What follows belongs to an exercise in optimizing a design on an open flow for small area and a short achievable clock period; a production flow would make more cautious choices.

== before ==
## cic_interpolator
module cic_interpolator (
  input  logic                clock,
  input  logic                reset_n,
  input  logic [5:0]          interpolation,
  input  logic                clear_underflow,
  output logic                underflow,
  input  logic                out_strobe,
  input  logic                in_valid,
  input  logic signed [17:0]  in_data,
  output logic                in_ready,
  output logic                out_valid,
  output logic signed [17:0]  out_data
);
==> module cic_interpolator, before the edit <==
module cic_interpolator (
  input  logic                clock,
  input  logic                reset_n,
  input  logic [5:0]          interpolation,
  input  logic                clear_underflow,
  output logic                underflow,
  input  logic                out_strobe,
  input  logic                in_valid,
  input  logic signed [17:0]  in_data,
  output logic                in_ready,
  output logic                out_valid,
  output logic signed [17:0]  out_data
);
  localparam int AW   = cic_pkg::ACC_WIDTH;
  localparam int KIND = 0;
  logic [5:0]          phase_q;
  logic                phase_nz_q;
  logic [17:0]         comb_last0_q;
  logic [18:0]         comb1_q, comb_last1_q;
  logic [19:0]         comb2_q, comb_last2_q;
  logic [20:0]         comb3_q, comb_last3_q;
  logic [21:0]         comb4_q, comb_last4_q;
  logic [21:0]         integ1_q;
  logic [AW-1:0]       integ2_q, integ3_q, integ4_q, integ5_q;
  logic [17:0]         out_data_q;
  logic                out_valid_q;
  logic                underflow_q;
  logic                load_tick;
  logic                wrap;
  logic [17:0]         x;
  logic [18:0]         comb1_d;
  logic [19:0]         comb2_d;
  logic [20:0]         comb3_d;
  logic [21:0]         comb4_d;
  logic [AW-1:0]       sum2, sum3, sum4, sum5;
  logic [2:0]          slice_sel;
  logic [17:0]         slice;
  logic                rnd_bit;
  assign load_tick = out_strobe && !phase_nz_q;
  assign x         = in_valid ? in_data : 18'd0;
  assign wrap      = ({1'b0, phase_q} + 7'd1) >= {1'b0, interpolation};
  cic_add #(.W(19), .KIND(KIND)) u_comb1 (
    .a({x[17], x}), .b(~{comb_last0_q[17], comb_last0_q}), .ci(1'b1), .s(comb1_d));
  cic_add #(.W(20), .KIND(KIND)) u_comb2 (
    .a({comb1_q[18], comb1_q}), .b(~{comb_last1_q[18], comb_last1_q}), .ci(1'b1), .s(comb2_d));
  cic_add #(.W(21), .KIND(KIND)) u_comb3 (
    .a({comb2_q[19], comb2_q}), .b(~{comb_last2_q[19], comb_last2_q}), .ci(1'b1), .s(comb3_d));
  cic_add #(.W(22), .KIND(KIND)) u_comb4 (
    .a({comb3_q[20], comb3_q}), .b(~{comb_last3_q[20], comb_last3_q}), .ci(1'b1), .s(comb4_d));
  cic_add #(.W(AW), .KIND(KIND)) u_add2 (
    .a(integ2_q), .b({{(AW-22){integ1_q[21]}}, integ1_q}), .ci(1'b0), .s(sum2));
  cic_add #(.W(AW), .KIND(KIND)) u_add3 (.a(integ3_q), .b(integ2_q), .ci(1'b0), .s(sum3));
  cic_add #(.W(AW), .KIND(KIND)) u_add4 (.a(integ4_q), .b(integ3_q), .ci(1'b0), .s(sum4));
  cic_add #(.W(AW), .KIND(KIND)) u_add5 (.a(integ5_q), .b(integ4_q), .ci(1'b0), .s(sum5));
  always_comb begin
    if (interpolation < 6'd2 || interpolation > 6'd40) slice_sel = 3'd5;
    else if (interpolation <= 6'd2)  slice_sel = 3'd0;
    else if (interpolation <= 6'd4)  slice_sel = 3'd1;
    else if (interpolation <= 6'd8)  slice_sel = 3'd2;
    else if (interpolation <= 6'd16) slice_sel = 3'd3;
    else if (interpolation <= 6'd32) slice_sel = 3'd4;
    else                             slice_sel = 3'd5;
  end
  cic_round u_round (
    .acc     (integ5_q),
    .sel     (slice_sel),
    .slice   (slice),
    .rnd_bit (rnd_bit)
  );
  always_ff @(posedge clock or negedge reset_n) begin
    if (!reset_n) begin
      phase_q      <= '0;
      phase_nz_q   <= 1'b0;
      comb_last0_q <= '0;
      comb1_q      <= '0;
      comb_last1_q <= '0;
      comb2_q      <= '0;
      comb_last2_q <= '0;
      comb3_q      <= '0;
      comb_last3_q <= '0;
      comb4_q      <= '0;
      comb_last4_q <= '0;
      integ1_q     <= '0;
      integ2_q     <= '0;
      integ3_q     <= '0;
      integ4_q     <= '0;
      integ5_q     <= '0;
      out_valid_q  <= 1'b0;
      underflow_q  <= 1'b0;
    end else begin
      if (out_strobe) begin
        phase_q    <= wrap ? 6'd0 : phase_q + 6'd1;
        phase_nz_q <= !wrap;
        integ2_q   <= sum2;
        integ3_q   <= sum3;
        integ4_q   <= sum4;
        integ5_q   <= sum5;
      end
      if (load_tick) begin
        comb_last0_q <= x;
        comb1_q      <= comb1_d;
        comb_last1_q <= comb1_q;
        comb2_q      <= comb2_d;
        comb_last2_q <= comb2_q;
        comb3_q      <= comb3_d;
        comb_last3_q <= comb3_q;
        comb4_q      <= comb4_d;
        comb_last4_q <= comb4_q;
        integ1_q     <= comb_last4_q;
      end
      out_valid_q <= out_strobe;
      if (load_tick && !in_valid) underflow_q <= 1'b1;
      else if (clear_underflow)   underflow_q <= 1'b0;
    end
  end
  always_ff @(posedge clock) begin
    out_data_q <= slice + 18'(rnd_bit);
  end
  assign in_ready  = load_tick;
  assign out_valid = out_valid_q;
  assign out_data  = out_data_q;
  assign underflow = underflow_q;
endmodule
==> flow/config.mk <==
export PLATFORM = sky130hd
export DESIGN_NAME = cic_interpolator
export DESIGN_NICKNAME = cic_interpolator
export VERILOG_FILES = /design/flow/design.v
export SDC_FILE = /design/flow/constraint.sdc
export NUM_CORES = 4
export LEC_CHECK = 0
export CAP_MARGIN = 20
export CORE_MARGIN = 2
export CORE_UTILIZATION = 40
export PLACE_DENSITY = 0.6
export SETUP_SLACK_MARGIN = 3.2
export SLEW_MARGIN = 20
==> flow/constraint.sdc <==
create_clock -name core_clock -period 6.5 [get_ports {clock}]
set_input_delay 1.3000 -clock core_clock [delete_from_list [all_inputs] [get_ports {clock}]]
set_output_delay 1.3000 -clock core_clock [all_outputs]
set_load 0.01 [all_outputs]
run.sh (not shown) runs the stock make flow with config.mk's settings and CLKGATE_MAP_FILE= SYNTH_SCRIPT=/design/flow/synth_recipe.tcl, a recipe that flattens the netlist after the stock synthesis.
Inputs modified between before and after:
--- a/flow/design.v
+++ b/flow/design.v
@@ -129,13 +129,13 @@
   input  logic signed [17:0]  in_data,
   output logic                in_ready,
   output logic                out_valid,
   output logic signed [17:0]  out_data
 );
   localparam int AW   = cic_pkg::ACC_WIDTH;
-  localparam int KIND = 0;
+  localparam int KIND = 1;
   logic [5:0]          phase_q;
   logic                phase_nz_q;
   logic [17:0]         comb_last0_q;
   logic [18:0]         comb1_q, comb_last1_q;
   logic [19:0]         comb2_q, comb_last2_q;
   logic [20:0]         comb3_q, comb_last3_q;
### Flow results
- after | status: complete | timing, DRC, antenna: pass
- after against before: met1 wire length now sits higher, routed wire length rose by 9.2 mm, total die area shows an increase of 8.5%, number of cells in the design after placement climbed 14%.
- Area occupied by registers: before vs after, no meaningful difference
No run of this note included a check of the RTL's function; only the layout flow was run.

==> afterwards: timing with drivers on the ports <==
How much do the figures lean on ideal ports? The routed layouts below were timed once more, with nothing changed but the port constraints.
Step 1 assumes that a clkbuf_16 drives the clock port and a buf_2 every other input.
Step 2 adds t to the input delays and takes it off the output delays; t is the mean of the earliest and latest rising clock arrival at the registers after step 1. Input paths then give back, and output paths get back, about the clock's delay inside the block.
Three values: ideal ports, drivers, drivers and shift; two values: the first two.
run | t (ns) | setup slack, ns | worst setup path after step 2 | clock arrival spread, ns | worst data-port slew with drivers (ns)
before | 0.631 | 2.977 / 2.964 / 2.333 | input to register | 0.021 / 0.021 | 0.23
after | 0.649 | 3.170 / 3.077 / 2.612 | input to register | 0.031 / 0.031 | 0.19
After both steps setup and hold are still met in every run listed. For before, which loses most, drivers alone change the setup slack by -0.013 ns; drivers and shift together by -0.644 ns.
